This design comes from an exercise in tuning for small area, a short achievable clock period and few clock cycles per item on the open sky130 flow, not from production work.
The RTL was checked by simulation tests, not by an equivalence proof against the original design.
Power and IR drop assume default switching activity.

// booth_mult_top
module booth_mult_top (
	input  logic                          clk,
	input  logic                          reset,
	input  logic                          in_valid,
	input  logic signed [16-1:0] multiplicand,
	input  logic signed [16-1:0] multiplier,
	output logic                          out_valid,
	output logic signed [32-1:0] product
);
For scale: about 880 cells after synthesis, ~68 I/O pins, roughly 0.010 sq mm of cells after synthesis.
Settings: LEC_CHECK=0, CAP_MARGIN=20, CORE_MARGIN=2, CORE_UTILIZATION=40, SETUP_SLACK_MARGIN=3.2, SLEW_MARGIN=20; clock period 5.5 ns.
standard.sh (not shown) runs the stock make flow with config.mk's settings and CLKGATE_MAP_FILE= SYNTH_SCRIPT=/design/flow/synth_recipe.tcl, a recipe that flattens the netlist after the stock synthesis.
==> flow/flow/run.sh <==
#!/bin/bash
# Layout flow: the standard ORFS flow (standard.sh), unchanged synthesis, with these changes:
#  - after synthesis, polarity.py re-chooses the polarity of full adders and xor gates so that
#    fewer inverters are needed (registers and all other cells are left as they are);
#  - port buffers are buf_1 instead of the delay buffer that buffer_ports picks by default;
#  - clock tree: sink clusters of up to 20 registers under clkbuf_8 leaves, no dummy loads.
# Each tool writes its full output to a log here: synth.log, polarity.log, standard.log
# (and ORFS's own logs under orfs/).
set -euo pipefail
R=orfs/results/sky130hd/booth_mult_top/base
bash standard.sh synth > synth.log 2>&1
cp $R/1_2_yosys.v $R/1_2_yosys_std.v
python3 flow/polarity.py $R/1_2_yosys_std.v $R/1_2_yosys.v > polarity.log 2>&1
rm -f $R/1_synth.odb $R/1_synth.sdc
export BUFFER_PORTS_ARGS="-buffer_cell sky130_fd_sc_hd__buf_1"
export CTS_ARGS="-sink_clustering_enable -repair_clock_nets -buf_list sky130_fd_sc_hd__clkbuf_8 -sink_clustering_size 20 -sink_clustering_max_diameter 60 -dont_use_dummy_load"
bash standard.sh > standard.log 2>&1
Other scripts of this flow, unchanged in this note and not shown: flow/flow/polarity.py
The first run produced a clean layout.
Testbench counts at the start, summed over its fixed seeds: cycles 24,024, items 24,000.
Change:
--- a/flow/config.mk
+++ b/flow/config.mk
@@ -10,2 +10,2 @@
-export CORE_UTILIZATION = 40
-export SETUP_SLACK_MARGIN = 3.2
+export CORE_UTILIZATION = 60
+export SETUP_SLACK_MARGIN = 3.3
Outcome: Core utilization rises by 22 points; synthesized cell count does not change; clock power falls by 14%; worst hold slack degrades by 0.029 ns; cell area falls by 1.0%; wire length falls by 5.5%; setup slack improves by 0.011 ns.
Change:
--- a/flow/config.mk
+++ b/flow/config.mk
@@ -10,2 +10,2 @@
-export CORE_UTILIZATION = 60
-export SETUP_SLACK_MARGIN = 3.3
+export CORE_UTILIZATION = 40
+export SETUP_SLACK_MARGIN = 3.5
What happened: The new run finished with timing, DRC and antenna clean; die area is higher by 48%; design area increases by 16%; wire length went up by 23%; clock-buffer cell count climbs by 4.
Change:
--- a/flow/flow/run.sh
+++ b/flow/flow/run.sh
@@ -6 +6 @@
-#  - clock tree: sink clusters of up to 20 registers under clkbuf_8 leaves, no dummy loads.
+#  - clock tree: sink clusters of up to 32 registers under sky130_fd_sc_hd__clkbuf_16 leaves, no dummy loads.
@@ -16 +16 @@
-export CTS_ARGS="-sink_clustering_enable -repair_clock_nets -buf_list sky130_fd_sc_hd__clkbuf_8 -sink_clustering_size 20 -sink_clustering_max_diameter 60 -dont_use_dummy_load"
+export CTS_ARGS="-sink_clustering_enable -repair_clock_nets -buf_list sky130_fd_sc_hd__clkbuf_16 -sink_clustering_size 32 -sink_clustering_max_diameter 80 -dont_use_dummy_load"
--- a/flow/config.mk
+++ b/flow/config.mk
@@ -11 +11 @@
-export SETUP_SLACK_MARGIN = 3.5
+export SETUP_SLACK_MARGIN = 3.3
Clock power climbs by 15%.
Area after synthesis stays the same.
Critical path depth drops by 1.
Total power drops by 3.9%.
Sequential cell count stays the same.
Final area drops by 11%.
Setup slack is better by 0.012 ns.


booth_mult_top, a different RTL version from the one above (not shown whole).
Size: roughly 870 cells after synthesis, about 68 I/O pins, ~10,000 µm² of cells after synthesis.
## booth_mult_top
module booth_mult_top (
	input  logic                          clk,
	input  logic                          reset,
	input  logic                          in_valid,
	input  logic signed [16-1:0] multiplicand,
	input  logic signed [16-1:0] multiplier,
	output logic                          out_valid,
	output logic signed [32-1:0] product
);
clock: 5.5 ns
lec_check: 0
cap_margin: 20
core_margin: 2
core_utilization: 50
setup_slack_margin: 3.4
slew_margin: 20
==> flow/flow/run.sh <==
#!/bin/bash
# Layout flow: the standard ORFS flow (standard.sh), unchanged synthesis, with these changes:
#  - after synthesis, polarity.py re-chooses the polarity of full adders and xor gates so that
#    fewer inverters are needed (registers and all other cells are left as they are);
#  - port buffers are buf_1 instead of the delay buffer that buffer_ports picks by default;
#  - clock tree: sink clusters of up to 20 registers under sky130_fd_sc_hd__clkbuf_8 leaves, no dummy loads.
# Each tool writes its full output to a log here: synth.log, polarity.log, standard.log
# (and ORFS's own logs under orfs/).
set -euo pipefail
R=orfs/results/sky130hd/booth_mult_top/base
bash standard.sh synth > synth.log 2>&1
cp $R/1_2_yosys.v $R/1_2_yosys_std.v
python3 flow/polarity.py $R/1_2_yosys_std.v $R/1_2_yosys.v > polarity.log 2>&1
rm -f $R/1_synth.odb $R/1_synth.sdc
export BUFFER_PORTS_ARGS="-buffer_cell sky130_fd_sc_hd__buf_1"
export CTS_ARGS="-sink_clustering_enable -repair_clock_nets -buf_list sky130_fd_sc_hd__clkbuf_8 -sink_clustering_size 20 -sink_clustering_max_diameter 60 -dont_use_dummy_load"
bash standard.sh > standard.log 2>&1
Other scripts of this flow, unchanged in this note and not shown: flow/flow/polarity.py
Testbench counts at the start, summed over its fixed seeds: cycles 24,024, items 24,000.
Next try:
- CORE_UTILIZATION: 50 -> 40
Outcome: The changed run passed the timing, design-rule and antenna checks. Cell count grows by a few percent. Worst setup slack got worse by 0.037 ns. Final area increases slightly. Utilization goes down by 11 points. Total power increases slightly. Routed wire length climbs by a few percent. Combinational power hardly moves. Maximum frequency falls slightly. Via count stays flat. Synthesized area stays the same.

port drivers added, routing unchanged:
The results above use ideal ports. As a check the final layouts listed here were re-extracted and re-timed, cells and wires unchanged.
Step 1 (the two cells are an assumption about what drives the block):
set clk [get_ports {clk}]
set_driving_cell -lib_cell sky130_fd_sc_hd__clkbuf_16 $clk
set_driving_cell -lib_cell sky130_fd_sc_hd__buf_2 [delete_from_list [all_inputs] $clk]
Step 2 moves the port delays by t, midway between the first and last clock arrival at a register: inputs arrive t later, outputs are due t later. That takes back most of the time a late clock gives input paths.
Slacks: no drivers / after step 1 / after step 2; pairs: no drivers / after step 1.
run | t, ns | setup slack, ns | hold WS [ns]
the first run of note 1 | 0.560 | 3.309 / 3.271 / 3.309 | 0.316 / 0.316 / 0.316
the second run of note 1 | 0.528 | 3.320 / 3.320 / 3.320 | 0.286 / 0.286 / 0.286
the third run of note 1 | 0.562 | 3.357 / 3.357 / 3.357 | 0.336 / 0.336 / 0.336
the fourth run of note 1 | 0.506 | 3.370 / 3.350 / 3.370 | 0.292 / 0.292 / 0.292
the first run of note 2 | 0.530 | 3.442 / 3.405 / 3.456 | 0.319 / 0.319 / 0.319
the second run of note 2 | 0.559 | 3.406 / 3.365 / 3.464 | 0.328 / 0.328 / 0.328
After both steps setup and hold are still met in every run listed.
